This is an optimization exercise on Yosys and OpenROAD, whose aim is a short achievable clock period and few clock cycles per item, not a production implementation.
In this exercise RTL edits were held to simulation tests only and were not proved equivalent to the original.
In runs 2 to 6 the design's own scripts or RTL, not TritonCTS, make the clock network.
The clock port is modelled as an ideal driver, which makes a skipped or thinned clock tree look cheaper than it is; a real chip needs a root buffer or a tree.
Power and IR drop assume default switching activity.

<file path="design/flow/config.mk">
export PLATFORM = sky130hd
export DESIGN_NAME = mips_pipe_top
export DESIGN_NICKNAME = mips_pipe_top
export VERILOG_FILES = /design/flow/design.v
export SDC_FILE = /design/flow/constraint.sdc
export NUM_CORES = 4
export LEC_CHECK = 0
export ABC_CLOCK_PERIOD_IN_PS = 1000
export CAP_MARGIN = 20
export CORE_MARGIN = 2
export CORE_UTILIZATION = 65
export CTS_CLUSTER_DIAMETER = 60
export CTS_CLUSTER_SIZE = 30
export SETUP_SLACK_MARGIN = 5
export SLEW_MARGIN = 20
</file>
<file path="design/flow/run.sh">
#!/bin/bash
# synth_recipe.tcl (not shown) runs the flow's synth.tcl, then flattens the netlist and writes it again
# the make line also repeats each setting of config.mk as NAME=value (left out here)
make -C /OpenROAD-flow-scripts/flow DESIGN_CONFIG=/design/flow/config.mk WORK_HOME=/design/flow/orfs CLKGATE_MAP_FILE= SYNTH_SCRIPT=/design/flow/synth_recipe.tcl finish
</file>
<file path="design/flow/constraint.sdc">
create_clock -name core_clock -period 8.0 [get_ports {clk}]
set_input_delay 1.6000 -clock core_clock [delete_from_list [all_inputs] [get_ports {clk}]]
set_output_delay 1.6000 -clock core_clock [all_outputs]
set_load 0.01 [all_outputs]
</file>
<file path="design/flow/design.v">
`timescale 1ns/1ns
`default_nettype none
module alu (
	input logic [31:0] p,
	input logic [31:0] g,
	input logic cin,
	input logic op_as,
	input logic op_and,
	input logic op_or,
	input logic op_slt,
	input logic op_as_w,
	input logic op_and_w,
	input logic op_or_w,
	input logic op_slt_w,
	output logic [31:0] y,
	output logic [31:0] y_w,
	output logic eq
);
	logic [31:0] gg [0:5];
	logic [31:0] pp [0:5];
	logic [31:0] c, sum;
	logic lt;
	always_comb begin
		gg[0] = g;
		pp[0] = p;
		gg[0][0] = g[0] | (p[0] & cin);
		for (int l = 0; l < 5; l++) begin
			for (int i = 0; i < 32; i++) begin
				if (i >= (1 << l)) begin
					gg[l + 1][i] = gg[l][i] | (pp[l][i] & gg[l][i - (1 << l)]);
					pp[l + 1][i] = pp[l][i] & pp[l][i - (1 << l)];
				end else begin
					gg[l + 1][i] = gg[l][i];
					pp[l + 1][i] = pp[l][i];
				end
			end
		end
		c = {gg[5][30:0], cin};
		sum = p ^ c;
		lt = p[31] ? sum[31] : g[31];
		y = ({32{op_as}} & sum) | ({32{op_and}} & g) | ({32{op_or}} & (g | p)) |
			{31'b0, op_slt && lt};
		y_w = ({32{op_as_w}} & sum) | ({32{op_and_w}} & g) | ({32{op_or_w}} & (g | p)) |
			{31'b0, op_slt_w && lt};
		eq = (p == '0);
	end
endmodule
`default_nettype wire
`timescale 1ns/1ns
`default_nettype none
module hazard_unit (
	input logic [4:0] rs,
	input logic [4:0] rt,
	input logic use_imm,
	input logic [31:1] rv,
	input logic [4:0] dst1,
	input logic wr1,
	output logic [31:1] sel_a,
	output logic [31:1] sel_b,
	output logic fwd_a,
	output logic fwd_b
);
	logic hit_a, hit_b;
	always_comb begin
		hit_a = wr1 && (rs == dst1);
		hit_b = wr1 && (rt == dst1);
		fwd_a = hit_a;
		fwd_b = hit_b && !use_imm;
		for (int i = 1; i < 32; i++) begin
			sel_a[i] = rv[i] && (rs == 5'(i)) && !hit_a;
			sel_b[i] = rv[i] && (rt == 5'(i)) && !hit_b && !use_imm;
		end
	end
endmodule
`default_nettype wire
`timescale 1ns/1ns
`default_nettype none
module reg_file (
	input logic clk,
	input logic [31:1] wen,
	input logic [31:0] wd,
	input logic [31:1] sel_a,
	input logic [31:1] sel_b,
	input logic fwd_a,
	input logic fwd_b,
	input logic imm_b,
	input logic [31:0] imm,
	output logic [31:0] rd_a,
	output logic [31:0] rd_b
);
	logic [31:0] regs [1:31];
	always_ff @(posedge clk) begin
		for (int i = 1; i < 32; i++) begin
			if (wen[i]) begin
				regs[i] <= wd;
			end
		end
	end
	always_comb begin
		rd_a = wd & {32{fwd_a}};
		rd_b = (wd & {32{fwd_b}}) | (imm & {32{imm_b}});
		for (int i = 1; i < 32; i++) begin
			rd_a = rd_a | (regs[i] & {32{sel_a[i]}});
			rd_b = rd_b | (regs[i] & {32{sel_b[i]}});
		end
	end
endmodule
`default_nettype wire
`timescale 1ns/1ns
`default_nettype none
module instr_decode (
	input logic [31:0] instr,
	output logic [4:0] dst,
	output logic reg_write,
	output logic branch,
	output logic use_imm,
	output logic inv_b,
	output logic op_as,
	output logic op_and,
	output logic op_or,
	output logic op_slt
);
	localparam logic [5:0] OP_RTYPE = 6'h00;
	localparam logic [5:0] OP_BEQ = 6'h04;
	localparam logic [5:0] OP_ADDI = 6'h08;
	localparam logic [5:0] FN_ADD = 6'h20;
	localparam logic [5:0] FN_SUB = 6'h22;
	localparam logic [5:0] FN_AND = 6'h24;
	localparam logic [5:0] FN_OR = 6'h25;
	localparam logic [5:0] FN_SLT = 6'h2a;
	logic [5:0] opcode, funct;
	logic is_r, is_addi, f_add, f_sub, f_and, f_or, f_slt;
	always_comb begin
		opcode = instr[31:26];
		funct = instr[5:0];
		is_r = (opcode == OP_RTYPE);
		is_addi = (opcode == OP_ADDI);
		branch = (opcode == OP_BEQ);
		f_add = is_r && (funct == FN_ADD);
		f_sub = is_r && (funct == FN_SUB);
		f_and = is_r && (funct == FN_AND);
		f_or = is_r && (funct == FN_OR);
		f_slt = is_r && (funct == FN_SLT);
		dst = is_addi ? instr[20:16] : instr[15:11];
		reg_write = (is_addi || f_add || f_sub || f_and || f_or || f_slt) && (dst != '0);
		use_imm = is_addi;
		inv_b = f_sub || f_slt;
		op_as = is_addi || f_add || f_sub;
		op_and = f_and;
		op_or = f_or;
		op_slt = f_slt;
	end
endmodule
`default_nettype wire
`timescale 1ns/1ns
`default_nettype none
module pipe_reg #(
	parameter int W = 1
) (
	input logic clk,
	input logic arst_n,
	input logic hold,
	input logic flush,
	input logic d_valid,
	input logic [W-1:0] d,
	output logic q_valid,
	output logic [W-1:0] q
);
	always_ff @(posedge clk or negedge arst_n) begin
		if (!arst_n) begin
			q_valid <= 1'b0;
		end else if (flush) begin
			q_valid <= 1'b0;
		end else if (!hold) begin
			q_valid <= d_valid;
		end
	end
	always_ff @(posedge clk) begin
		if (!hold) begin
			q <= d;
		end
	end
endmodule
`default_nettype wire
`timescale 1ns/1ns
`default_nettype none
module mips_pipe_top (
	input logic clk,
	input logic arst_n,
	input logic instr_req,
	input logic [31:0] instr,
	output logic instr_ack,
	output logic br_valid,
	output logic br_taken,
	output logic wb_valid,
	output logic [4:0] wb_reg,
	output logic [31:0] wb_data
);
	logic ack_q, take;
	logic [31:1] rv;
	logic v0;
	logic [31:1] sel_a0, sel_b0;
	logic [31:0] ir;
	logic fwd_a0, fwd_b0, imm_b0;
	logic [31:0] p1, g1;
	logic cin1, op_as1, op_and1, op_or1, op_slt1;
	logic op_as1w, op_and1w, op_or1w, op_slt1w;
	logic wr1, br1;
	logic [4:0] dst1;
	logic [31:0] res_q;
	logic [31:1] wen_q;
	logic [31:0] wbd_q;
	logic [4:0] wbr_q;
	logic wbv_q, brv_q, brt_q;
	assign take = instr_req && !ack_q;
	always_ff @(posedge clk or negedge arst_n) begin
		if (!arst_n) begin
			ack_q <= 1'b0;
			v0 <= 1'b0;
		end else begin
			ack_q <= instr_req;
			v0 <= take;
		end
	end
	assign instr_ack = ack_q;
	logic use_imm_in;
	logic [31:1] sel_a_in, sel_b_in;
	logic fwd_a_in, fwd_b_in;
	assign use_imm_in = (instr[31:26] == 6'h08);
	hazard_unit u_haz (
		.rs(instr[25:21]), .rt(instr[20:16]), .use_imm(use_imm_in), .rv(rv | wen_q),
		.dst1(dst1), .wr1(wr1),
		.sel_a(sel_a_in), .sel_b(sel_b_in), .fwd_a(fwd_a_in), .fwd_b(fwd_b_in)
	);
	always_ff @(posedge clk) begin
		ir <= instr;
		sel_a0 <= sel_a_in;
		sel_b0 <= sel_b_in;
		fwd_a0 <= fwd_a_in;
		fwd_b0 <= fwd_b_in;
		imm_b0 <= use_imm_in;
	end
	logic [4:0] dst0;
	logic wr0, br0, inv0, as0, and0, or0, slt0, use_imm0;
	logic [15:0] imm0;
	assign imm0 = ir[15:0];
	instr_decode u_dec (
		.instr(ir), .dst(dst0), .reg_write(wr0), .branch(br0),
		.use_imm(use_imm0), .inv_b(inv0), .op_as(as0), .op_and(and0),
		.op_or(or0), .op_slt(slt0)
	);
	logic [31:0] a_d, b_d;
	reg_file u_rf (
		.clk(clk), .wen(wen_q), .wd(res_q),
		.sel_a(sel_a0), .sel_b(sel_b0), .fwd_a(fwd_a0), .fwd_b(fwd_b0),
		.imm_b(imm_b0), .imm({{16{imm0[15]}}, imm0}),
		.rd_a(a_d), .rd_b(b_d)
	);
	always_ff @(posedge clk or negedge arst_n) begin
		if (!arst_n) begin
			rv <= '0;
			wr1 <= 1'b0;
			br1 <= 1'b0;
		end else begin
			rv <= rv | wen_q;
			wr1 <= v0 && wr0;
			br1 <= v0 && br0;
		end
	end
	always_ff @(posedge clk) begin
		p1 <= a_d ^ (b_d ^ {32{inv0}});
		g1 <= a_d & (b_d ^ {32{inv0}});
		cin1 <= inv0;
		op_as1 <= as0;
		op_and1 <= and0;
		op_or1 <= or0;
		op_slt1 <= slt0;
		op_as1w <= as0 && wr0;
		op_and1w <= and0 && wr0;
		op_or1w <= or0 && wr0;
		op_slt1w <= slt0 && wr0;
		dst1 <= dst0;
	end
	logic [31:0] y1, y1w;
	logic eq1;
	alu u_alu (
		.p(p1), .g(g1), .cin(cin1),
		.op_as(op_as1), .op_and(op_and1), .op_or(op_or1), .op_slt(op_slt1),
		.op_as_w(op_as1w), .op_and_w(op_and1w), .op_or_w(op_or1w), .op_slt_w(op_slt1w),
		.y(y1), .y_w(y1w), .eq(eq1)
	);
	always_ff @(posedge clk or negedge arst_n) begin
		if (!arst_n) begin
			wbv_q <= 1'b0;
			brv_q <= 1'b0;
			wen_q <= '0;
		end else begin
			wbv_q <= wr1;
			brv_q <= br1;
			for (int i = 1; i < 32; i++) begin
				wen_q[i] <= wr1 && (dst1 == 5'(i));
			end
		end
	end
	always_ff @(posedge clk) begin
		res_q <= y1;
		wbd_q <= y1w;
		wbr_q <= dst1;
		brt_q <= eq1;
	end
	assign wb_valid = wbv_q;
	assign wb_reg = wbr_q;
	assign wb_data = wbd_q;
	assign br_valid = brv_q;
	assign br_taken = brt_q;
endmodule
`default_nettype wire
</file>
==> results of run 1 <==
==> final cells by class <==
type / instances / area share
flip-flops and latches: 1300 / 0.647
multi-input cells: 2014 / 0.253
clock buffers: 86 / 0.0370
well taps: 1050 / 0.0233
repair buffers: 147 / 0.0220
clock inverters: 53 / 0.0132
inverters: 52 / 0.00346
diodes: 22 / 0.000976
==> path summary, 6_finish.rpt <==
| check | from | endpoint | slack (ps) | cells after the start |
|---|---|---|---|---|
| min in group asynchronous | arst_n | rv[28] | 1110 | 2 |
| max in group asynchronous | arst_n | wen_q[28] | 6220 | 2 |
| max reg2reg | op_as1w | wbd_q[2] | 4810 | 2 |
| min | br1 | brv_q | 370 | 0 |
| min reg2reg | br1 | brv_q | 370 | 0 |
| max | op_as1w | wbd_q[2] | 4810 | 2 |
==> logic make-up (layout without fill, tap and decap cells) <==
logic type | count (synthesis) | in the layout | synth area share
buf+inv | 308 | 338 | 0.0227
flops | 1300 | 1300 | 0.703
mux | 6 | 6 | 0.00136
simple gates | 664 | 664 | 0.0683
xor+xnor | 47 | 47 | 0.00797
compound gates | 1263 | 1263 | 0.189
fa+ha+maj | 34 | 34 | 0.00824
other cells | 0 | 22 | 0
==> placed cells by master (no fill, tap or decap), drive strengths merged, types with 43 or more instances in the layout <==
cell,count
edfxtp,992
a22oi,679
dfxtp,240
a221oi,158
a22o,156
nand4,135
nand3,124
nor2,111
a21oi,90
clkbuf,86
inv,84
nor3,81
nand2,76
buf,73
dfrtp,68
o21ai,43
==> metal layers <==
layer  vias to the layer above  wire (µm)
met5                         -        509
met1                     20200      69500
met3                      1980      52900
met2                      6073      86500
met4                        23      23100
li1                      15000          -
==> metrics by stage <==
step,setup slack (ps),instances
6_report,4810,4724
5_1_grt,4940,4710
4_1_cts,4730,4701
3_5_place_dp,4290,4562
3_3_place_gp,4320,4562
2_1_floorplan,5020,3622
==> flip-flops by register name, indices dropped and copies added (netlist names), 31 cells and up <==
name / cells
rv: 31
res_q: 32
sel_b0: 31
p1: 32
g1: 32
sel_a0: 31
wbd_q: 32
wen_q: 31
u_rf.regs: 992
==> power groups by stage <==
stage | registers, W | logic, W | clock network, W
global route | 0.00720 | 0.0000997 | 0.00489
detailed placement | 0.00735 | 0.0000935 | 0
CTS | 0.00719 | 0.0000918 | 0.00465
floorplan | 0.00734 | 0.0000506 | 0
global placement | 0.00735 | 0.0000919 | 0
finish | 0.00720 | 0.0000945 | 0.00472
==> timing repair <==
action | in CTS | in global routing
gates resized for setup | 47 | 21
setup endpoints to repair | 49 | 39
buffers inserted | 0 | 1
pin swaps | 0 | 7
==> notes.md, run 1 <==
Slew headroom=0.0647; Die Span X=286 µm; grt met2 use=0.720; worst path required time=8440 ps; share of flip-flops with an asynchronous set or reset=0.0523; drt wl/cell=49.2 µm; clock share of power=0.393; Synth Area per Inst=14.3 µm²; Detailed Route Iter0 Violations=13,200; Max Cap Violations=0; CP max stage delay=1300 ps; worst endpoint data arrival time=3640 ps; DP HPWL=109,000 µm; Die H=286 µm; Storage cell area=36,500 µm²; CP Launch Type=register; nets=3,660; CTS tree=built; Final Core Density=0.715; GRT Resource Usage Total=0.559; post-synth cell types=74; critical path peak fanout=46; Hold Slack=375 ps; Comb power frac=0.008; M1 GR Usage=0.700; full die area=81,700 µm²; Tmin final=3190 ps; Sw Ratio=0.221; Pre-Repair DR Iteration Count=17; Power Internal=0.00935 W; vias in the first global route=39,600; Num Clock Sinks=1,300; Synth Instances=3,622; #FFs+latches synth=1,300; first-pass GRT wire length=310,000 µm; post-route standard cell area excluding fillers=56,400 µm²; multi-input logic area=14,300 µm²; CTS clk-pin slew, worst paths=110 ps; Reg power frac=0.599; Final period util=0.399; VDD IR-drop max=0.000251 V; WS Path Type=reg -> reg; RD Place Congestion=0.993; Post-Route WL=232,000 µm; FP Rows=103; final clock skew=33.7 ps; Final Total Pwr=0.0120 W; total negative setup slack=0 ps; antenna violations before repair=14; share of layout cells above drive strength 1=0.0978; Vias per Instance=9.15; GRT overflow=0; Slowest-stage cell, CP=o311ai_0; Area contributors post-synth=edfxtp_1, a22oi_1, dfxtp_1; ys flop type=edfxtp_1; I/O pins=76; RSZ-0062 raised after global routing=yes; Fmax=313 MHz; CTS Buf Count=76; core area=78,900 µm²; met3 Usage GRT=0.341; total vias in the final route=43,200; leakage=21.3 nW; Tightest Hold Check Type=reg -> reg; clock root buffer=clkbuf_16; top-area cell type share of the netlist area=0.577; grt peak-use layer=met2; top post-synthesis cells by count=edfxtp_1, a22oi_1, dfxtp_1; hold buffers post-CTS=0; status=complete, no violations; # H-tree levels=3; CP Cell Sequence=inv_1, o311ai_0; Synth warnings=8; Post-synth EDFFs=992; syn_nets=3,691; mapped cell area=51,600 µm²; Final Max Slew Viols=0; sequential area share after synthesis=0.703; Initial Utilization=0.655; Post-route DRC=0; net switching power=0.00265 W; Synth area leader=edfxtp_1; Final Hold Viols=0; count of endpoints failing setup in the final report=0; most frequent cell after synthesis=edfxtp_1; # fillers=5,220; worst slew pin tran=1390 ps; largest net degree at the start of global routing=69; crit-path leading delay family=compound AO/OA/AOI/OAI gates; PortBufs=75; Crit. End Element=register; Pwr per Cell Area=213 nW/µm²; Buf+Inv Stages, Crit Path=1; Placement Cell Area=53,500 µm²; Area Growth Syn to Fin=9.26%; Max Root-Sink Buffers=3; Final ANT Viol Nets=0; clock latency (worst-skew pair)=680 ps
Testbench counts, summed over its fixed seeds: cycles 9,616, items 4,800.
==> run 2, diff against run 1 <==
--- a/design/flow/design.v
+++ b/design/flow/design.v
@@ -51,7 +51,6 @@
 module hazard_unit (
 	input logic [4:0] rs,
 	input logic [4:0] rt,
-	input logic use_imm,
 	input logic [31:1] rv,
 	input logic [4:0] dst1,
 	input logic wr1,
@@ -65,10 +64,10 @@
 		hit_a = wr1 && (rs == dst1);
 		hit_b = wr1 && (rt == dst1);
 		fwd_a = hit_a;
-		fwd_b = hit_b && !use_imm;
+		fwd_b = hit_b;
 		for (int i = 1; i < 32; i++) begin
 			sel_a[i] = rv[i] && (rs == 5'(i)) && !hit_a;
-			sel_b[i] = rv[i] && (rt == 5'(i)) && !hit_b && !use_imm;
+			sel_b[i] = rv[i] && (rt == 5'(i)) && !hit_b;
 		end
 	end
 endmodule
@@ -83,8 +82,6 @@
 	input logic [31:1] sel_b,
 	input logic fwd_a,
 	input logic fwd_b,
-	input logic imm_b,
-	input logic [31:0] imm,
 	output logic [31:0] rd_a,
 	output logic [31:0] rd_b
 );
@@ -98,7 +95,7 @@
 	end
 	always_comb begin
 		rd_a = wd & {32{fwd_a}};
-		rd_b = (wd & {32{fwd_b}}) | (imm & {32{imm_b}});
+		rd_b = wd & {32{fwd_b}};
 		for (int i = 1; i < 32; i++) begin
 			rd_a = rd_a | (regs[i] & {32{sel_a[i]}});
 			rd_b = rd_b | (regs[i] & {32{sel_b[i]}});
@@ -215,20 +212,21 @@
 	assign take = instr_req && !ack_q;
 	always_ff @(posedge clk or negedge arst_n) begin
 		if (!arst_n) begin
-			ack_q <= 1'b0;
 			v0 <= 1'b0;
 		end else begin
-			ack_q <= instr_req;
 			v0 <= take;
 		end
 	end
+	always_ff @(posedge clk) begin
+		ack_q <= instr_req;
+	end
 	assign instr_ack = ack_q;
 	logic use_imm_in;
 	logic [31:1] sel_a_in, sel_b_in;
 	logic fwd_a_in, fwd_b_in;
 	assign use_imm_in = (instr[31:26] == 6'h08);
 	hazard_unit u_haz (
-		.rs(instr[25:21]), .rt(instr[20:16]), .use_imm(use_imm_in), .rv(rv | wen_q),
+		.rs(instr[25:21]), .rt(instr[20:16]), .rv(rv | wen_q),
 		.dst1(dst1), .wr1(wr1),
 		.sel_a(sel_a_in), .sel_b(sel_b_in), .fwd_a(fwd_a_in), .fwd_b(fwd_b_in)
 	);
@@ -249,13 +247,13 @@
 		.use_imm(use_imm0), .inv_b(inv0), .op_as(as0), .op_and(and0),
 		.op_or(or0), .op_slt(slt0)
 	);
-	logic [31:0] a_d, b_d;
+	logic [31:0] a_d, rd_b, b_d;
 	reg_file u_rf (
 		.clk(clk), .wen(wen_q), .wd(res_q),
 		.sel_a(sel_a0), .sel_b(sel_b0), .fwd_a(fwd_a0), .fwd_b(fwd_b0),
-		.imm_b(imm_b0), .imm({{16{imm0[15]}}, imm0}),
-		.rd_a(a_d), .rd_b(b_d)
+		.rd_a(a_d), .rd_b(rd_b)
 	);
+	assign b_d = imm_b0 ? {{16{imm0[15]}}, imm0} : rd_b;
 	always_ff @(posedge clk or negedge arst_n) begin
 		if (!arst_n) begin
 			rv <= '0;
@@ -291,18 +289,16 @@
 	);
 	always_ff @(posedge clk or negedge arst_n) begin
 		if (!arst_n) begin
-			wbv_q <= 1'b0;
-			brv_q <= 1'b0;
 			wen_q <= '0;
 		end else begin
-			wbv_q <= wr1;
-			brv_q <= br1;
 			for (int i = 1; i < 32; i++) begin
 				wen_q[i] <= wr1 && (dst1 == 5'(i));
 			end
 		end
 	end
 	always_ff @(posedge clk) begin
+		wbv_q <= wr1;
+		brv_q <= br1;
 		res_q <= y1;
 		wbd_q <= y1w;
 		wbr_q <= dst1;
==> design/flow/flow/run.sh (new file) <==
#!/bin/bash
set -euo pipefail
margin=5.7
hook="$PWD/flow/manual_cts.tcl"
# standard.sh passes the flow settings on make's command line; add ours last
sed -E "s|\"\\\$\{@:-finish\}\"|SETUP_SLACK_MARGIN=${margin} PRE_CTS_TCL=${hook} ADDER_MAP_FILE= \"\${@:-finish}\"|" standard.sh > tight.sh
grep -q "SETUP_SLACK_MARGIN=${margin} PRE_CTS_TCL=${hook} ADDER_MAP_FILE= " tight.sh
bash tight.sh > make_finish.log 2>&1
==> design/flow/flow/manual_cts.tcl (new file) <==
# Clock tree built by hand in place of TritonCTS, sourced by ORFS's cts.tcl
# as PRE_CTS_TCL. Two levels: the clock port drives 4 root clkbuf_16, each
# feeding the leaf clkbuf_16 of one quarter of the die; each leaf drives a
# cluster of about 28 neighbouring flip-flops. TritonCTS builds three levels
# for this design's ~1300 flip-flops; two levels cut the insertion delay.
# All flip-flops sit at the same depth; the rest of cts.tcl (legalization,
# setup and hold repair) runs unchanged.
proc build_manual_tree {nper nroot} {
  set block [ord::get_db_block]
  set db [ord::get_db]
  set lib [lindex [$db getLibs] 0]
  set bufm [$db findMaster sky130_fd_sc_hd__clkbuf_16]
  set clk [$block findNet clk]
  set sinks {}
  foreach it [$clk getITerms] {
    set inst [$it getInst]
    set m [$inst getMaster]
    if {[$m isBlock]} continue
    set loc [$inst getLocation]
    lappend sinks [list [lindex $loc 0] [lindex $loc 1] $it]
  }
  set n [llength $sinks]
  set ncl [expr {int(ceil(double($n) / $nper))}]
  # strips by x, then chunks by y
  set ncol [expr {int(round(sqrt($ncl)))}]
  if {$ncol < 1} {set ncol 1}
  set sx [lsort -integer -index 0 $sinks]
  set percol [expr {int(ceil(double($n) / $ncol))}]
  set clusters {}
  for {set c 0} {$c < $ncol} {incr c} {
    set col [lrange $sx [expr {$c*$percol}] [expr {($c+1)*$percol-1}]]
    if {[llength $col] == 0} continue
    set col [lsort -integer -index 1 $col]
    set nr [expr {int(ceil(double([llength $col]) / $nper))}]
    set perrow [expr {int(ceil(double([llength $col]) / $nr))}]
    for {set r 0} {$r < $nr} {incr r} {
      set cl [lrange $col [expr {$r*$perrow}] [expr {($r+1)*$perrow-1}]]
      if {[llength $cl]} {lappend clusters $cl}
    }
  }
  # leaf buffers
  set leaves {}
  set i 0
  foreach cl $clusters {
    set x 0; set y 0
    foreach s $cl { incr x [lindex $s 0]; incr y [lindex $s 1] }
    set x [expr {$x / [llength $cl]}]; set y [expr {$y / [llength $cl]}]
    set b [odb::dbInst_create $block $bufm "mclk_leaf_$i"]
    $b setLocation $x $y
    $b setPlacementStatus PLACED
    set net [odb::dbNet_create $block "mclk_leafnet_$i"]
    $net setSigType CLOCK
    [$b findITerm X] connect $net
    foreach s $cl { set it [lindex $s 2]; $it disconnect; $it connect $net }
    lappend leaves [list $x $y $b]
    incr i
  }
  # roots: split leaves into nroot groups by angle around the centre
  set cx 0; set cy 0
  foreach l $leaves { incr cx [lindex $l 0]; incr cy [lindex $l 1] }
  set cx [expr {$cx / [llength $leaves]}]; set cy [expr {$cy / [llength $leaves]}]
  set groups {}
  for {set g 0} {$g < $nroot} {incr g} { lappend groups {} }
  set lv {}
  foreach l $leaves { lappend lv [list [expr {atan2([lindex $l 1]-$cy, [lindex $l 0]-$cx)}] $l] }
  set lv [lsort -real -index 0 $lv]
  set per [expr {int(ceil(double([llength $lv]) / $nroot))}]
  for {set g 0} {$g < $nroot} {incr g} {
    set grp [lrange $lv [expr {$g*$per}] [expr {($g+1)*$per-1}]]
    if {![llength $grp]} continue
    set x 0; set y 0
    foreach e $grp { set l [lindex $e 1]; incr x [lindex $l 0]; incr y [lindex $l 1] }
    set x [expr {$x / [llength $grp]}]; set y [expr {$y / [llength $grp]}]
    if {$nroot == 1} { set x $cx; set y $cy }
    set b [odb::dbInst_create $block $bufm "mclk_root_$g"]
    $b setLocation $x $y
    $b setPlacementStatus PLACED
    set net [odb::dbNet_create $block "mclk_rootnet_$g"]
    $net setSigType CLOCK
    [$b findITerm X] connect $net
    [$b findITerm A] connect $clk
    foreach e $grp { [[lindex [lindex $e 1] 2] findITerm A] connect $net }
  }
  # power pins
  puts "manual tree: $n sinks, [llength $clusters] leaves, $nroot roots"
}

rename clock_tree_synthesis tritoncts_not_used
proc clock_tree_synthesis {args} {
  build_manual_tree 28 4
  set_propagated_clock [all_clocks]
}
==> design/flow/standard.sh (new file) <==
#!/bin/bash
# synth_recipe.tcl (not shown) runs the flow's synth.tcl, then flattens the netlist and writes it again
# the make line also repeats each setting of config.mk as NAME=value (left out here)
make -C /OpenROAD-flow-scripts/flow DESIGN_CONFIG=/design/flow/config.mk WORK_HOME=/design/flow/orfs CLKGATE_MAP_FILE= SYNTH_SCRIPT=/design/flow/synth_recipe.tcl "${@:-finish}"
--- a/design/flow/config.mk
+++ b/design/flow/config.mk
@@ -8,8 +8,5 @@
 export ABC_CLOCK_PERIOD_IN_PS = 1000
 export CAP_MARGIN = 20
 export CORE_MARGIN = 2
-export CORE_UTILIZATION = 65
-export CTS_CLUSTER_DIAMETER = 60
-export CTS_CLUSTER_SIZE = 30
-export SETUP_SLACK_MARGIN = 5
+export CORE_UTILIZATION = 50
 export SLEW_MARGIN = 20
removed: design/flow/run.sh
==> notes.md, run 2 <==
Post-synth EDFFs=992; Post-Route WL=267,000 µm; Final period util=0.333; hold buffers post-CTS=0; Max Cap Violations=0; CTS clk-pin slew, worst paths=110 ps; Pwr per Cell Area=178 nW/µm²; critical path peak fanout=4; most frequent cells in the layout=edfxtp_1, a22oi_1, a22o_1; Post-route DRC=0; GRT overflow=0; count of endpoints failing setup in the final report=0; Slew headroom=0.135; Pre-Repair DR Iteration Count=11; Synth Instances=3,649; clock latency (worst-skew pair)=530 ps; Vias per Instance=8.70; RD Place Congestion=0.946; GRT Resource Usage Total=0.474; Initial Utilization=0.502; max reg flops=992; worst endpoint data arrival time=2970 ps; Detailed Route Iter0 Violations=13,300; RSZ-0062 raised after global routing=yes; core area=103,000 µm²; largest net degree at the start of global routing=66; Slowest-stage cell, CP=o211ai_1; drt wl/cell=51.2 µm; full die area=106,000 µm²; final clock skew=108 ps; sequential area share after synthesis=0.700; Synth warnings=8; antenna violations before repair=26; Most flops, register=u_rf.regs; WS Path Type=reg -> reg; top post-synthesis cells by count=edfxtp_1, a22oi_1, dfxtp_1; post-synth cell types=69; Fmax=376 MHz; CP max stage delay=950 ps; first-pass GRT wire length=342,000 µm; Crit. End Element=register; top-area cell type share of the netlist area=0.575; most common cell after layout, fill and taps aside=edfxtp_1; Synth area leader=edfxtp_1; most frequent cell after synthesis=edfxtp_1; Die Span X=326 µm; share of flip-flops with an asynchronous set or reset=0.0500; Die H=326 µm; # fillers=7,919; Final Core Density=0.576; Synth Area per Inst=14.2 µm²; Final Max Slew Viols=0; Buf+Inv Stages, Crit Path=0; Final ANT Viol Nets=0; fin cells=5,220; PortBufs=75; #FFs+latches synth=1,300; Tightest Hold Check Type=reg -> reg; FP Rows=118; nets=3,825; mapped cell area=51,800 µm²; vias in the first global route=40,000; Area Growth Syn to Fin=14.7%; CP Cell Sequence=a211oi_4, nor4b_4, or3b_4, a31oi_4, a21oi_2, o211ai_1; syn_nets=3,684; I/O pins=76; Tmin final=2660 ps; CP Launch Type=register; worst slew pin tran=1300 ps; ys flop type=edfxtp_1; DP HPWL=118,000 µm; total negative setup slack=0 ps; share of layout cells above drive strength 1=0.192; VDD IR-drop max=0.000161 V; status=complete, no violations; leakage=22.2 nW; Area contributors post-synth=edfxtp_1, dfxtp_1, a22oi_1; Placed Cells=4,922; Final Hold Viols=0; worst path required time=8310 ps; crit-path leading delay family=compound AO/OA/AOI/OAI gates; total vias in the final route=45,400
## run 2: layout make-up
class,count,area (µm²),share of cell area
plain buffers,53,1330,0.0223
flip-flops and latches,1300,36700,0.616
diodes,52,130,0.00219
well taps,1380,1730,0.0290
inverters,53,200,0.00337
repair buffers,347,3900,0.0656
multi-input cells,2035,15500,0.261
## run 2: cell families (layout without fill, tap and decap cells)
logic type	Yosys count	after routing	share of synthesized area
AOI/OAI and AO/OA	1292	1292	0.195
and+or+nand+nor	658	658	0.0681
muxes	6	6	0.00130
DFF	1300	1300	0.700
other	0	52	0
buffers and inverters	314	453	0.0229
xor gates and xnor gates	79	79	0.0133
## run 2: power by group
part	internal (W)	switching [W]	leakage, nW
registers	0.00716	0.0000394	14.2
logic	0.0000572	0.0000820	7.36
clock network	0.00119	0.00203	0.653
total	0.00841	0.00215	22.2
## run 2: routing by layer
metal | GRT usage | wire (µm)
met4 | 0.307 | 26700
met5 | 0.0173 | 265
met2 | 0.609 | 99500
met3 | 0.279 | 57200
met1 | 0.597 | 83800
## run 2: repair_timing
item	in CTS	in global routing
gates cloned	1	1
buffers inserted	61	128
pin swaps	36	52
resized for setup	499	162
endpoints found under the setup margin	219	199
## run 2: path summary, 6_finish.rpt
kind,from,slack [ps],cells past startpoint,to
min in group asynchronous,arst_n,1280,2,v0
max in group asynchronous,arst_n,5990,2,wen_q[26]
hold / removal,br1,350,0,brv_q
setup / recovery,cin1,5340,6,res_q[11]
hold reg to reg,br1,350,0,brv_q
setup reg to reg,cin1,5340,6,res_q[11]
## run 2: worst register-to-register path: cells and delay by family (launching register included)
kind             cells  cell delay (ps)
AO/OA/AOI/OAI        4             1580
AND/OR/NAND/NOR      2              510
flip-flops           1              370
## run 2: metrics by stage
stage | area, µm² | total power (W) | hold WS [ps] | setup WS, ps
2_1_floorplan | 51900 | 0.00741 | 324 | 5270
3_3_place_gp | 54200 | 0.00746 | 332 | 4410
3_5_place_dp | 54200 | 0.00746 | 329 | 4410
4_1_cts | 57200 | 0.0105 | 351 | 5390
5_1_grt | 59300 | 0.0107 | 362 | 5370
6_report | 59500 | 0.0106 | 352 | 5340
Testbench counts of run 2, summed over its fixed seeds: cycles 9,616, items 4,800.
==> run 3, diff against run 2 <==
--- a/design/flow/design.v
+++ b/design/flow/design.v
@@ -54,20 +54,23 @@
 	input logic [31:1] rv,
 	input logic [4:0] dst1,
 	input logic wr1,
+	input logic [4:0] dst2,
+	input logic wr2,
 	output logic [31:1] sel_a,
 	output logic [31:1] sel_b,
-	output logic fwd_a,
-	output logic fwd_b
+	output logic fwd1_a,
+	output logic fwd1_b,
+	output logic fwd2_a,
+	output logic fwd2_b
 );
-	logic hit_a, hit_b;
 	always_comb begin
-		hit_a = wr1 && (rs == dst1);
-		hit_b = wr1 && (rt == dst1);
-		fwd_a = hit_a;
-		fwd_b = hit_b;
+		fwd1_a = wr1 && (rs == dst1);
+		fwd1_b = wr1 && (rt == dst1);
+		fwd2_a = wr2 && (rs == dst2) && !fwd1_a;
+		fwd2_b = wr2 && (rt == dst2) && !fwd1_b;
 		for (int i = 1; i < 32; i++) begin
-			sel_a[i] = rv[i] && (rs == 5'(i)) && !hit_a;
-			sel_b[i] = rv[i] && (rt == 5'(i)) && !hit_b;
+			sel_a[i] = rv[i] && (rs == 5'(i)) && !fwd1_a && !fwd2_a;
+			sel_b[i] = rv[i] && (rt == 5'(i)) && !fwd1_b && !fwd2_b;
 		end
 	end
 endmodule
@@ -78,10 +81,13 @@
 	input logic clk,
 	input logic [31:1] wen,
 	input logic [31:0] wd,
+	input logic [31:0] fd,
 	input logic [31:1] sel_a,
 	input logic [31:1] sel_b,
-	input logic fwd_a,
-	input logic fwd_b,
+	input logic fwd1_a,
+	input logic fwd1_b,
+	input logic fwd2_a,
+	input logic fwd2_b,
 	output logic [31:0] rd_a,
 	output logic [31:0] rd_b
 );
@@ -94,8 +100,8 @@
 		end
 	end
 	always_comb begin
-		rd_a = wd & {32{fwd_a}};
-		rd_b = wd & {32{fwd_b}};
+		rd_a = (fd & {32{fwd1_a}}) | (wd & {32{fwd2_a}});
+		rd_b = (fd & {32{fwd1_b}}) | (wd & {32{fwd2_b}});
 		for (int i = 1; i < 32; i++) begin
 			rd_a = rd_a | (regs[i] & {32{sel_a[i]}});
 			rd_b = rd_b | (regs[i] & {32{sel_b[i]}});
@@ -198,7 +204,7 @@
 	logic v0;
 	logic [31:1] sel_a0, sel_b0;
 	logic [31:0] ir;
-	logic fwd_a0, fwd_b0, imm_b0;
+	logic fwd1_a0, fwd1_b0, fwd2_a0, fwd2_b0, imm_b0;
 	logic [31:0] p1, g1;
 	logic cin1, op_as1, op_and1, op_or1, op_slt1;
 	logic op_as1w, op_and1w, op_or1w, op_slt1w;
@@ -206,6 +212,10 @@
 	logic [4:0] dst1;
 	logic [31:0] res_q;
 	logic [31:1] wen_q;
+	logic wr2;
+	logic [4:0] dst2;
+	logic [31:0] res2_q;
+	logic [31:1] wen2_q;
 	logic [31:0] wbd_q;
 	logic [4:0] wbr_q;
 	logic wbv_q, brv_q, brt_q;
@@ -223,19 +233,22 @@
 	assign instr_ack = ack_q;
 	logic use_imm_in;
 	logic [31:1] sel_a_in, sel_b_in;
-	logic fwd_a_in, fwd_b_in;
+	logic fwd1_a_in, fwd1_b_in, fwd2_a_in, fwd2_b_in;
 	assign use_imm_in = (instr[31:26] == 6'h08);
 	hazard_unit u_haz (
-		.rs(instr[25:21]), .rt(instr[20:16]), .rv(rv | wen_q),
-		.dst1(dst1), .wr1(wr1),
-		.sel_a(sel_a_in), .sel_b(sel_b_in), .fwd_a(fwd_a_in), .fwd_b(fwd_b_in)
+		.rs(instr[25:21]), .rt(instr[20:16]), .rv(rv | wen2_q),
+		.dst1(dst1), .wr1(wr1), .dst2(dst2), .wr2(wr2),
+		.sel_a(sel_a_in), .sel_b(sel_b_in),
+		.fwd1_a(fwd1_a_in), .fwd1_b(fwd1_b_in), .fwd2_a(fwd2_a_in), .fwd2_b(fwd2_b_in)
 	);
 	always_ff @(posedge clk) begin
 		ir <= instr;
 		sel_a0 <= sel_a_in;
 		sel_b0 <= sel_b_in;
-		fwd_a0 <= fwd_a_in;
-		fwd_b0 <= fwd_b_in;
+		fwd1_a0 <= fwd1_a_in;
+		fwd1_b0 <= fwd1_b_in;
+		fwd2_a0 <= fwd2_a_in;
+		fwd2_b0 <= fwd2_b_in;
 		imm_b0 <= use_imm_in;
 	end
 	logic [4:0] dst0;
@@ -249,8 +262,9 @@
 	);
 	logic [31:0] a_d, rd_b, b_d;
 	reg_file u_rf (
-		.clk(clk), .wen(wen_q), .wd(res_q),
-		.sel_a(sel_a0), .sel_b(sel_b0), .fwd_a(fwd_a0), .fwd_b(fwd_b0),
+		.clk(clk), .wen(wen2_q), .wd(res2_q), .fd(res_q),
+		.sel_a(sel_a0), .sel_b(sel_b0),
+		.fwd1_a(fwd1_a0), .fwd1_b(fwd1_b0), .fwd2_a(fwd2_a0), .fwd2_b(fwd2_b0),
 		.rd_a(a_d), .rd_b(rd_b)
 	);
 	assign b_d = imm_b0 ? {{16{imm0[15]}}, imm0} : rd_b;
@@ -260,7 +274,7 @@
 			wr1 <= 1'b0;
 			br1 <= 1'b0;
 		end else begin
-			rv <= rv | wen_q;
+			rv <= rv | wen2_q;
 			wr1 <= v0 && wr0;
 			br1 <= v0 && br0;
 		end
@@ -290,16 +304,24 @@
 	always_ff @(posedge clk or negedge arst_n) begin
 		if (!arst_n) begin
 			wen_q <= '0;
+			wen2_q <= '0;
+			wr2 <= 1'b0;
 		end else begin
 			for (int i = 1; i < 32; i++) begin
 				wen_q[i] <= wr1 && (dst1 == 5'(i));
 			end
+			wen2_q <= wen_q;
+			wr2 <= wr1;
 		end
 	end
 	always_ff @(posedge clk) begin
 		wbv_q <= wr1;
 		brv_q <= br1;
 		res_q <= y1;
+		res2_q <= res_q;
+		if (wr1) begin
+			dst2 <= dst1;
+		end
 		wbd_q <= y1w;
 		wbr_q <= dst1;
 		brt_q <= eq1;
--- a/design/flow/flow/manual_cts.tcl
+++ b/design/flow/flow/manual_cts.tcl
@@ -1,7 +1,7 @@
 # Clock tree built by hand in place of TritonCTS, sourced by ORFS's cts.tcl
 # as PRE_CTS_TCL. Two levels: the clock port drives 4 root clkbuf_16, each
 # feeding the leaf clkbuf_16 of one quarter of the die; each leaf drives a
-# cluster of about 28 neighbouring flip-flops. TritonCTS builds three levels
+# cluster of about 24 neighbouring flip-flops. TritonCTS builds three levels
 # for this design's ~1300 flip-flops; two levels cut the insertion delay.
 # All flip-flops sit at the same depth; the rest of cts.tcl (legalization,
 # setup and hold repair) runs unchanged.
@@ -87,6 +87,6 @@
 
 rename clock_tree_synthesis tritoncts_not_used
 proc clock_tree_synthesis {args} {
-  build_manual_tree 28 4
+  build_manual_tree 24 4
   set_propagated_clock [all_clocks]
 }
==> notes.md, run 3 <==
ys flop type=edfxtp_1; GRT overflow=0; VDD IR-drop max=0.000183 V; max reg flops=992; most common cell after layout, fill and taps aside=edfxtp_1; Worst R2R Path Depth=6; drt wl/cell=47.6 µm; Final ANT Viol Nets=0; sequential area share after synthesis=0.698; syn_nets=3,913; Hold Slack=342 ps; r2r setup slk=5490 ps; RD Place Congestion=0.924; top-area cell type share of the netlist area=0.551; Final Core Density=0.581; Tmin final=2580 ps; Max Cap Violations=0; Final period util=0.323; Pwr per Cell Area=182 nW/µm²; CP max stage delay=340 ps; Die H=334 µm; Fmax=387 MHz; vias in the first global route=41,100; Buf+Inv Stages, Crit Path=1; worst r2r dst=p1[7]; Synth area leader=edfxtp_1; Area contributors post-synth=edfxtp_1, dfxtp_1, a22oi_1; count of endpoints failing setup in the final report=0; Final Max Slew Viols=0; crit-path leading delay family=flip-flops; DP HPWL=118,000 µm; final clock skew=73.1 ps; CP Launch Type=register; top post-synthesis cells by count=edfxtp_1, a22oi_1, dfxtp_1; full die area=111,000 µm²; mapped cell area=54,300 µm²; first-pass GRT wire length=338,000 µm; Die Span X=334 µm; RSZ-0062 raised after global routing=yes; Synth Area per Inst=14.0 µm²; Vias per Instance=8.32; Area Growth Syn to Fin=14.8%; I/O pins=76; Slew headroom=0.180; core area=107,000 µm²; Crit. path cell count=1; largest net degree at the start of global routing=53; most frequent cells in the layout=edfxtp_1, a22oi_1, a22o_1; Most flops, register=u_rf.regs; Synth Instances=3,878; Pre-Repair DR Iteration Count=16; Synth warnings=8; Crit. End Element=output pin; FP Rows=120; GRT Resource Usage Total=0.442; nets=4,025; post-route standard cell area excluding fillers=62,400 µm²; #FFs+latches synth=1,371; Final Total Pwr=0.0114 W; total negative setup slack=0 ps; critical path peak fanout=1; status=complete, no violations; post-synth cell types=77; total vias in the final route=44,900; hold buffers post-CTS=0; leakage=23.1 nW; Hold EP=wen2_q[4]; worst min-delay path startpoint=wen_q[4]; worst slew pin tran=1230 ps; Detailed Route Iter0 Violations=11,300; PortBufs=75; share of layout cells above drive strength 1=0.191; most frequent cell after synthesis=edfxtp_1; Post-synth EDFFs=997; CTS clk-pin slew, worst paths=100 ps; worst path required time=6400 ps; Placement Cell Area=56,800 µm²; multi-input logic area=17,200 µm²; clock latency (worst-skew pair)=550 ps; Final Hold Viols=0; Initial Utilization=0.506; Post-route DRC=0; Storage cell area=38,200 µm²; worst endpoint data arrival time=980 ps; Worst Hold Path Cells=0; Tightest Hold Check Type=reg -> reg; share of flip-flops with an asynchronous set or reset=0.0708; # fillers=8,390; WS Path Type=reg -> out; CP Cell Sequence=buf_6; Post-Route WL=257,000 µm; reg2reg start=fwd2_b0; antenna violations before repair=13; Slowest-stage cell, CP=dfxtp_2
## run 3: repair_timing
| item | 4_1_cts | 5_1_grt |
|---|---|---|
| buffers inserted | 54 | 61 |
| gates resized for setup | 529 | 226 |
| cloned | 10 | 2 |
| setup endpoints to repair | 268 | 199 |
| pin swaps | 73 | 93 |
## run 3: area by class of cell
| cell class | count | share of cell area |
|---|---|---|
| diodes | 10 | 0.000401 |
| plain buffers | 67 | 0.0269 |
| repair inverters | 1 | 0.000482 |
| repair buffers | 316 | 0.0519 |
| inverters | 56 | 0.00385 |
| well taps | 1403 | 0.0282 |
| multi-input cells | 2177 | 0.276 |
| flip-flops and latches | 1371 | 0.612 |
## run 3: worst max-delay path by stage
stage	from	end	slack, ps
after CTS	wbd_q[24]	wb_data[24]	5410
after detailed placement	instr[16]	sel_b0[3]	4210
after floorplan	instr[24]	sel_a0[2]	5050
after global placement	instr[16]	sel_b0[3]	4280
after global routing	wbd_q[14]	wb_data[14]	5400
final	wbd_q[24]	wb_data[24]	5420
## run 3: cell families (layout without fill, tap and decap cells)
group,after synthesis,in the layout,synth area share
flip-flops,1371,1371,0.698
AO/OA/AOI/OAI,1347,1347,0.191
other,0,10,0
XOR/XNOR,89,89,0.0143
AND/OR/NAND/NOR,727,730,0.0711
multiplexers,11,11,0.00226
buffers and inverters,333,440,0.0237
## run 3: routing by layer
metal	global-route usage	part of all wire
met5	0.00695	0.0014
met1	0.560	0.33
met3	0.237	0.20
met2	0.598	0.39
met4	0.255	0.083
## run 3: metrics by stage
stage	cells	setup WS [ps]
after floorplan	3878	5050
after global placement	5197	4280
after detailed placement	5197	4210
after CTS	5328	5410
after global routing	5391	5400
final	5401	5420
## run 3: power breakdown
part / switching, W / internal, W / leakage [nW]
sequential: 0.0000409 / 0.00753 / 15.1
combinational: 0.0000982 / 0.0000721 / 7.18
clock: 0.00215 / 0.00148 / 0.826
total: 0.00229 / 0.00908 / 23.1
Testbench counts of run 3, summed over its fixed seeds: cycles 9,616, items 4,800.
==> run 4, diff against run 3 <==
--- a/design/flow/flow/run.sh
+++ b/design/flow/flow/run.sh
@@ -1,6 +1,6 @@
 #!/bin/bash
 set -euo pipefail
-margin=5.7
+margin=5.5
 hook="$PWD/flow/manual_cts.tcl"
 # standard.sh passes the flow settings on make's command line; add ours last
 sed -E "s|\"\\\$\{@:-finish\}\"|SETUP_SLACK_MARGIN=${margin} PRE_CTS_TCL=${hook} ADDER_MAP_FILE= \"\${@:-finish}\"|" standard.sh > tight.sh
==> notes.md, run 4 <==
nets=3,937; Power Internal=0.00907 W; Max Cap Violations=0; Final ANT Viol Nets=0; Synth Area per Inst=14.0 µm²; CTS clk-pin slew, worst paths=90 ps; largest net degree at the start of global routing=66; most frequent cells in the layout=edfxtp_1, a22oi_1, a221oi_1, a22o_1, dfxtp_1; max reg flops=992; I/O pins=76; share of flip-flops with an asynchronous set or reset=0.0708; count of endpoints failing setup in the final report=0; Final Hold Viols=0; Pre-Repair DR Iteration Count=10; Post-Route WL=253,000 µm; PortBufs=75; final clock skew=75.0 ps; r2r setup slk=5340 ps; syn_nets=3,913; status=complete, no violations; mapped cell area=54,300 µm²; GRT overflow=0; RSZ-0062 raised after global routing=yes; Comb power frac=0.012; Hold Slack=348 ps; Slew headroom=0.129; Area contributors post-synth=edfxtp_1, dfxtp_1, a22oi_1; antenna violations before repair=7; first-pass GRT wire length=333,000 µm; critical path peak fanout=8; total negative setup slack=0 ps; Area Growth Syn to Fin=9.95%; Tightest Hold Check Type=reg -> reg; sequential area share after synthesis=0.698; Most flops, register=u_rf.regs; Die H=334 µm; full die area=111,000 µm²; Storage cell area=38,100 µm²; Final Total Pwr=0.0114 W; worst endpoint data arrival time=2950 ps; Final Core Density=0.556; clock latency (worst-skew pair)=540 ps; most frequent cell after synthesis=edfxtp_1; post-synth cell types=77; Crit. End Element=register; Final period util=0.333; Synth Instances=3,878; drt wl/cell=47.6 µm; Tmin final=2660 ps; worst slew pin tran=1290 ps; Synth area leader=edfxtp_1; top post-synthesis cells by count=edfxtp_1, a22oi_1, dfxtp_1; total vias in the final route=44,100; Final Max Slew Viols=0; Reg power frac=0.667; most common cell after layout, fill and taps aside=edfxtp_1; share of layout cells above drive strength 1=0.137; Initial Utilization=0.506; Post-synth EDFFs=997; #FFs+latches synth=1,371; top-area cell type share of the netlist area=0.551; VDD IR-drop max=0.000170 V; Pwr per Cell Area=190 nW/µm²; net switching power=0.00229 W; Fmax=376 MHz; Detailed Route Iter0 Violations=11,700; clock share of power=0.321; ys flop type=edfxtp_1; Vias per Instance=8.30; CP Launch Type=register; GRT Resource Usage Total=0.436; vias in the first global route=40,200; Sw Ratio=0.202; RD Place Congestion=0.912; Post-route DRC=0; DP HPWL=119,000 µm; worst path required time=8290 ps; Synth warnings=8; core area=107,000 µm²; leakage=22.0 nW; # fillers=8,564; FP Rows=120; multi-input logic area=15,800 µm²; WS Path Type=reg -> reg; Die Span X=334 µm
run 4: cell counts after synthesis:
No cell type changed its count.
run 4: power by group through the flow:
stage	Combinational, W	Clock, W	Sequential (W)
final	0.000139	0.00365	0.00757
after CTS	0.000121	0.00360	0.00757
after global routing	0.000147	0.00384	0.00758
after detailed placement	0.000113	0	0.00773
after global placement	0.000113	0	0.00773
after floorplan	0.0000670	0	0.00771
run 4: cells by family (layout without fill, tap and decap cells):
group	count (synthesis)	count (layout)	share of synthesized area
simple gates	727	728	0.0711
flops	1371	1371	0.698
xor+xnor	89	89	0.0143
other cells	0	9	0
buf+inv	333	354	0.0237
compound gates	1347	1347	0.191
mux	11	11	0.00226
run 4: critical path: stages, from the launching register on:
cell and delay [ps]:
dfxtp_4 390, o21a_1 140, o211ai_1 130, a211o_1 380
o21ai_4 390, a31oi_4 200, o211ai_1 790
run 4: per-layer routing:
| layer | track usage | up-vias | wire length (µm) |
|---|---|---|---|
| li1 | - | 15900 | - |
| met1 | 0.569 | 21400 | 83500 |
| met2 | 0.598 | 5374 | 99300 |
| met3 | 0.206 | 1435 | 49700 |
| met4 | 0.233 | 12 | 20000 |
| met5 | 0.00608 | - | 216 |
run 4: cell type report:
cell class / count / share of cell area
diodes: 9 / 0.000377
repair buffers: 231 / 0.0353
plain buffers: 67 / 0.0281
multi-input cells: 2175 / 0.265
flip-flops and latches: 1371 / 0.638
inverters: 56 / 0.00373
well taps: 1403 / 0.0294
run 4: metrics by stage:
| stage | cells | area, µm² | setup WS (ps) |
|---|---|---|---|
| global route | 5303 | 59700 | 5390 |
| floorplan | 3878 | 54400 | 5050 |
| global placement | 5195 | 56800 | 4330 |
| finish | 5312 | 59700 | 5340 |
| CTS | 5283 | 58900 | 5420 |
| detailed placement | 5195 | 56800 | 4280 |
run 4: worst paths after layout:
| path | end | from | cells past startpoint |
|---|---|---|---|
| setup / recovery | res_q[14] | p1[6] | 6 |
| hold / removal | wen2_q[22] | wen_q[22] | 0 |
| setup reg to reg | res_q[14] | p1[6] | 6 |
| hold reg to reg | wen2_q[22] | wen_q[22] | 0 |
| max in group asynchronous | wen2_q[5] | arst_n | 2 |
| min in group asynchronous | rv[20] | arst_n | 1 |
run 4: timing repair:
| item | CTS | global route |
|---|---|---|
| endpoints found under the setup margin | 198 | 242 |
| gates cloned | 1 | 1 |
| pin swaps | 17 | 36 |
| buffers inserted | 20 | 19 |
| hold buffers | 0 | 0 |
| gates resized for setup | 330 | 161 |
==> run 5, diff against run 4 <==
--- a/design/flow/flow/run.sh
+++ b/design/flow/flow/run.sh
@@ -1,6 +1,6 @@
 #!/bin/bash
 set -euo pipefail
-margin=5.5
+margin=6.0
 hook="$PWD/flow/manual_cts.tcl"
 # standard.sh passes the flow settings on make's command line; add ours last
 sed -E "s|\"\\\$\{@:-finish\}\"|SETUP_SLACK_MARGIN=${margin} PRE_CTS_TCL=${hook} ADDER_MAP_FILE= \"\${@:-finish}\"|" standard.sh > tight.sh
==> notes.md, run 5 <==
status=complete, no violations; Final Total Pwr=0.0114 W; Crit. End Element=register; largest family of logic cells by synthesized area=compound AO/OA/AOI/OAI gates; Final ANT Viol Nets=0; Reg power frac=0.665; Slowest-stage cell, CP=nor4_1; CP max stage delay=300 ps; top-area cell type share of the netlist area=0.551; Detailed Route Iter0 Violations=11,800; Comb power frac=0.015; Pre-Repair DR Iteration Count=13; FP Rows=120; #FFs+latches synth=1,371; ys flop type=edfxtp_1; largest net degree at the start of global routing=55; Max Cap Violations=0; Post-synth EDFFs=997; Initial Utilization=0.506; Fmax=386 MHz; most common cell after layout, fill and taps aside=edfxtp_1; Buf+Inv Stages, Crit Path=4; Pwr per Cell Area=179 nW/µm²; Final Max Slew Viols=0; Die Span X=334 µm; Synth Area in Compound Gates=0.191; CTS clk-pin slew, worst paths=90 ps; Post-Route WL=262,000 µm; final clock skew=65.1 ps; max reg flops=992; nets=4,098; worst endpoint data arrival time=2960 ps; VDD IR-drop max=0.000186 V; Area contributors post-synth=edfxtp_1, dfxtp_1, a22oi_1; total negative setup slack=0 ps; most frequent cells in the layout=edfxtp_1, a22oi_1, buf_4; Area Growth Syn to Fin=16.9%; Vias per Instance=8.31; net switching power=0.00230 W; mapped cell area=54,300 µm²; crit-path leading delay family=simple AND/OR/NAND/NOR gates; worst path required time=8360 ps; Die H=334 µm; total vias in the final route=45,500; PortBufs=75; antenna violations before repair=13; GRT Resource Usage Total=0.454; clock latency (worst-skew pair)=540 ps; GRT overflow=0; Tightest Hold Check Type=reg -> reg; mux cell area share after synthesis=0.00226; Synth Instances=3,878; Adder-Cell Fraction of Synth Area=0; clock share of power=0.321; Final Hold Viols=0; RSZ-0062 raised after global routing=yes; leakage=23.6 nW; post-synth cell types=77; RD Place Congestion=0.931; syn_nets=3,913; vias in the first global route=41,800; share of layout cells above drive strength 1=0.218; top post-synthesis cells by count=edfxtp_1, a22oi_1, dfxtp_1; Final period util=0.324; Synth Area per Inst=14.0 µm²; Synth area leader=edfxtp_1; Most flops, register=u_rf.regs; drt wl/cell=47.9 µm; count of endpoints failing setup in the final report=0; Power Internal=0.00908 W; Slew headroom=0.197; Synth warnings=8; most frequent cell after synthesis=edfxtp_1; DP HPWL=123,000 µm; share of flip-flops with an asynchronous set or reset=0.0708; Post-route DRC=0; first-pass GRT wire length=346,000 µm; sequential area share after synthesis=0.698; critical path peak fanout=3; CP Launch Type=primary input; Post-Synth XOR/XNOR Area=0.0143; full die area=111,000 µm²; I/O pins=76; Sw Ratio=0.202; CP Cell Sequence=buf_12, xor2_1, nor4_1, and3_2, buf_12, nor3_4, buf_4, buf_6, nand2_8, nor3_4; WS Path Type=in -> reg; Synth Area in Simple Gates=0.0711; core area=107,000 µm²; Tmin final=2590 ps; worst slew pin tran=1200 ps
run 5: cell counts after synthesis:
Identical to the previous run, type by type.
run 5: area by class of cell:
type	count	area, µm²
Antenna cell	9	22.5
Buffer	67	1680
Fill cell	8237	43800
Inverter	56	244
Multi-Input combinational cell	2174	17400
Sequential cell	1371	38200
Tap cell	1403	1760
Timing Repair Buffer	390	4100
Timing Repair inverter	3	45.0
run 5: path summary, 6_finish.rpt:
check	from	end	slack (ps)	cells after the start
max in group asynchronous	arst_n	wen2_q[31]	6170	2
min in group asynchronous	arst_n	v0	1040	1
setup / recovery	instr[20]	sel_b0[8]	5410	10
setup reg to reg	p1[6]	res_q[14]	5460	7
hold / removal	br1	brv_q	350	0
hold reg to reg	br1	brv_q	350	0
run 5: stage by stage:
| step | hold WS, ps | instances | cell area, µm² | setup WS (ps) | util |
|---|---|---|---|---|---|
| 2_1_floorplan | 324 | 3878 | 54600 | 5050 | - |
| 3_3_place_gp | 327 | 5196 | 57000 | 4300 | 0.531 |
| 3_5_place_dp | 328 | 5196 | 57000 | 4310 | 0.531 |
| 4_1_cts | 349 | 5419 | 62300 | 5400 | 0.580 |
| 5_1_grt | 352 | 5465 | 63500 | 5330 | 0.591 |
| 6_report | 348 | 5473 | 63500 | 5410 | 0.592 |
run 5: logic make-up after synthesis:
kind of cell,Yosys count
DFF,1371
AOI/OAI and AO/OA,1347
and+or+nand+nor,727
buffers and inverters,333
xor gates and xnor gates,89
muxes,11
run 5: timing repair:
item | 4_1_cts | 5_1_grt
cloned | 12 | 0
hold endpoints to repair | 0 | 0
setup endpoints to repair | 293 | 245
pin swaps | 126 | 81
gates resized for setup | 723 | 183
hold buffers | 0 | 0
setup buffers | 144 | 45
run 5: power groups by stage:
| stage | Sequential [W] | Combinational, W | Clock, W |
|---|---|---|---|
| 5_1_grt | 0.00757 | 0.000175 | 0.00382 |
| 3_3_place_gp | 0.00773 | 0.000114 | 0 |
| 3_5_place_dp | 0.00773 | 0.000114 | 0 |
| 4_1_cts | 0.00756 | 0.000145 | 0.00360 |
| 2_1_floorplan | 0.00771 | 0.0000687 | 0 |
| 6_report | 0.00757 | 0.000166 | 0.00365 |
run 5: routing by layer:
layer  wire length (µm)  track usage  up-vias
li1                   -            -    16300
met1              84400        0.567    21900
met2             102000        0.617     5722
met3              52400        0.239     1599
met4              22600        0.276       20
met5                368       0.0161        -
==> run 6, diff against run 5 <==
--- a/design/flow/flow/run.sh
+++ b/design/flow/flow/run.sh
@@ -1,6 +1,6 @@
 #!/bin/bash
 set -euo pipefail
-margin=6.0
+margin=6.5
 hook="$PWD/flow/manual_cts.tcl"
 # standard.sh passes the flow settings on make's command line; add ours last
 sed -E "s|\"\\\$\{@:-finish\}\"|SETUP_SLACK_MARGIN=${margin} PRE_CTS_TCL=${hook} ADDER_MAP_FILE= \"\${@:-finish}\"|" standard.sh > tight.sh
==> notes.md, run 6 <==
Pre-Repair DR Iteration Count=17; Post-route DRC=0; Final period util=0.328; reg2reg start=p1[6]; ys flop type=edfxtp_1; met3 routed WL=53,400 µm; most frequent cell after synthesis=edfxtp_1; share of flip-flops with an asynchronous set or reset=0.0708; pre-CTS WS=4290 ps; Hold EP=wen2_q[20]; RD Place Congestion=0.925; #FFs+latches synth=1,371; RSZ-0062 raised after global routing=yes; Die Span X=334 µm; Synth area leader=edfxtp_1; Area Growth Syn to Fin=18.2%; Tightest Hold Check Type=reg -> reg; sequential area share after synthesis=0.698; final clock skew=71.3 ps; Initial Utilization=0.506; max reg flops=992; FP Rows=120; GRT overflow=0; Final Total Pwr=0.0114 W; multi-input logic area=17,500 µm²; leakage=23.9 nW; Final Max Slew Viols=0; Post-synth EDFFs=997; top-area cell type share of the netlist area=0.551; CTS clk-pin slew, worst paths=100 ps; full die area=111,000 µm²; Crit path top cell by count=o211ai_1; Worst Hold Path Cells=0; clock latency (worst-skew pair)=550 ps; Tmin final=2630 ps; CP Launch Type=register; Pwr per Cell Area=177 nW/µm²; Slowest-stage cell, CP=o211ai_1; status=complete, no violations; Worst R2R Path Depth=7; most common cell after layout, fill and taps aside=edfxtp_1; CP max stage delay=850 ps; critical path peak fanout=6; Vias per Instance=8.38; Fmax=381 MHz; share of layout cells above drive strength 1=0.234; VDD IR-drop max=0.000208 V; # fillers=8,131; Post-Route M1 WL=86,300 µm; worst min-delay path startpoint=wen_q[20]; highest routed layer=met5; CP Cell Sequence=o21a_1, o211ai_1, a211o_1, o21ai_4, buf_6, a31oi_4, o211ai_1; worst endpoint data arrival time=2930 ps; Most flops, register=u_rf.regs; post-synth cell types=77; first-pass GRT wire length=349,000 µm; Final ANT Viol Nets=0; Synth warnings=8; nets=4,105; total negative setup slack=0 ps; Crit. End Element=register; Setup WS post-layout=5370 ps; r2r setup slk=5370 ps; Post-Route WL=266,000 µm; I/O pins=76; largest net degree at the start of global routing=45; core area=107,000 µm²; worst path required time=8310 ps; top post-synthesis cells by count=edfxtp_1, a22oi_1, dfxtp_1; WS Path Type=reg -> reg; vias in the first global route=42,100; Placed Cells=5,189; Final Core Density=0.598; DP HPWL=123,000 µm; drt wl/cell=48.5 µm; PortBufs=75; fin cells=5,481; GRT Resource Usage Total=0.459; syn_nets=3,913; worst slew pin tran=1250 ps; total vias in the final route=45,900; hold buffers post-CTS=0; Max Cap Violations=0; Area contributors post-synth=edfxtp_1, dfxtp_1, a22oi_1; Detailed Route Iter0 Violations=11,900; most frequent cells in the layout=edfxtp_1, a22oi_1, a22o_1; Die H=334 µm; Final Hold Viols=0; Slew headroom=0.164; Synth Instances=3,878; Synth Area per Inst=14.0 µm²; Storage cell area=38,300 µm²; mapped cell area=54,300 µm²; worst r2r dst=res_q[14]; WL met2=103,000 µm; count of endpoints failing setup in the final report=0; antenna violations before repair=9
## run 6: cell counts after synthesis
Identical to the previous run, type by type.
## run 6: metrics by stage
step,instance area [µm²],hold slack [ps]
6_report,64200,346
5_1_grt,64200,356
4_1_cts,62800,349
3_5_place_dp,57700,335
3_3_place_gp,57700,332
2_1_floorplan,55500,324
## run 6: cells by family (layout without fill, tap and decap cells)
kind of cell,count (synthesis),after routing,synth area share
xor gates and xnor gates,89,89,0.0143
muxes,11,11,0.00226
other,0,10,0
buffers and inverters,333,522,0.0237
DFF,1371,1371,0.698
and+or+nand+nor,727,728,0.0711
AOI/OAI and AO/OA,1347,1347,0.191
## run 6: how the worst max path moves through the flow
| stage | start | endpoint | slack (ps) | cells past startpoint |
|---|---|---|---|---|
| floorplan | instr[24] | sel_a0[2] | 5050 | 7 |
| global placement | instr[16] | sel_b0[11] | 4320 | 7 |
| global route | instr[17] | sel_b0[24] | 5380 | 7 |
| CTS | wbd_q[24] | wb_data[24] | 5420 | 1 |
| detailed placement | instr[16] | sel_b0[1] | 4290 | 7 |
| finish | p1[6] | res_q[14] | 5370 | 7 |
## run 6: report_power, final
part	total, W	internal [W]	switching (W)
logic	0.000171	0.0000746	0.0000963
clock network	0.00364	0.00148	0.00217
registers	0.00757	0.00752	0.0000458
## run 6: timing repair
action                                  4_1_cts  5_1_grt
setup buffers                               142       58
gates cloned                                 14        1
pin swaps                                    85       91
resized for setup                           725      183
endpoints found under the setup margin      890      302
## run 6: final cells by class
| type | count | share of cell area |
|---|---|---|
| Antenna cell | 10 | 0.000390 |
| Buffer | 67 | 0.0261 |
| Inverter | 56 | 0.00370 |
| Multi-Input combinational cell | 2175 | 0.272 |
| Sequential cell | 1371 | 0.596 |
| Tap cell | 1403 | 0.0273 |
| Timing Repair Buffer | 396 | 0.0733 |
| Timing Repair inverter | 3 | 0.000487 |
## run 6: per-layer routing
| layer | vias up | GRT usage |
|---|---|---|
| li1 | 16300 | - |
| met1 | 22200 | 0.591 |
| met2 | 5698 | 0.619 |
| met3 | 1658 | 0.226 |
| met4 | 12 | 0.278 |
| met5 | - | 0.00391 |
## run 6: critical path: cells and delay by family (launching register included)
| kind | cells | cell delay [ps] |
|---|---|---|
| AOI/OAI and AO/OA | 6 | 1820 |
| DFF | 1 | 420 |
| buffers and inverters | 1 | 140 |

## afterwards: timing with drivers on the ports
The results above use ideal ports. As a check the final layouts listed here were re-extracted and re-timed, cells and wires unchanged. Step 1, drivers: a clkbuf_16 drives clk and a buf_2 each remaining input, both assumed. Step 2 moves the port delays by t, midway between the first and last clock arrival at a register: inputs arrive t later, outputs are due t later. That takes back most of the time a late clock gives input paths. a / b / c = ideal / step 1 / step 2; a / b = the first two.
| run | t, ns | setup WS [ns] | pins driven straight from the clock port |
|---|---|---|---|
| run 1 | 0.736 | 4.807 / 4.807 / 4.339 | 1 |
| run 2 | 0.652 | 5.338 / 5.174 / 5.036 | 4 |
| run 3 | 0.684 | 5.415 / 5.240 / 4.920 | 4 |
| run 4 | 0.672 | 5.338 / 5.238 / 4.933 | 4 |
| run 5 | 0.684 | 5.407 / 5.234 / 4.852 | 4 |
| run 6 | 0.688 | 5.374 / 5.233 / 4.900 | 4 |
After both steps every run listed still meets setup and hold. For run 5, which loses most, drivers alone change the setup slack by -0.173 ns; drivers and shift together by -0.555 ns.
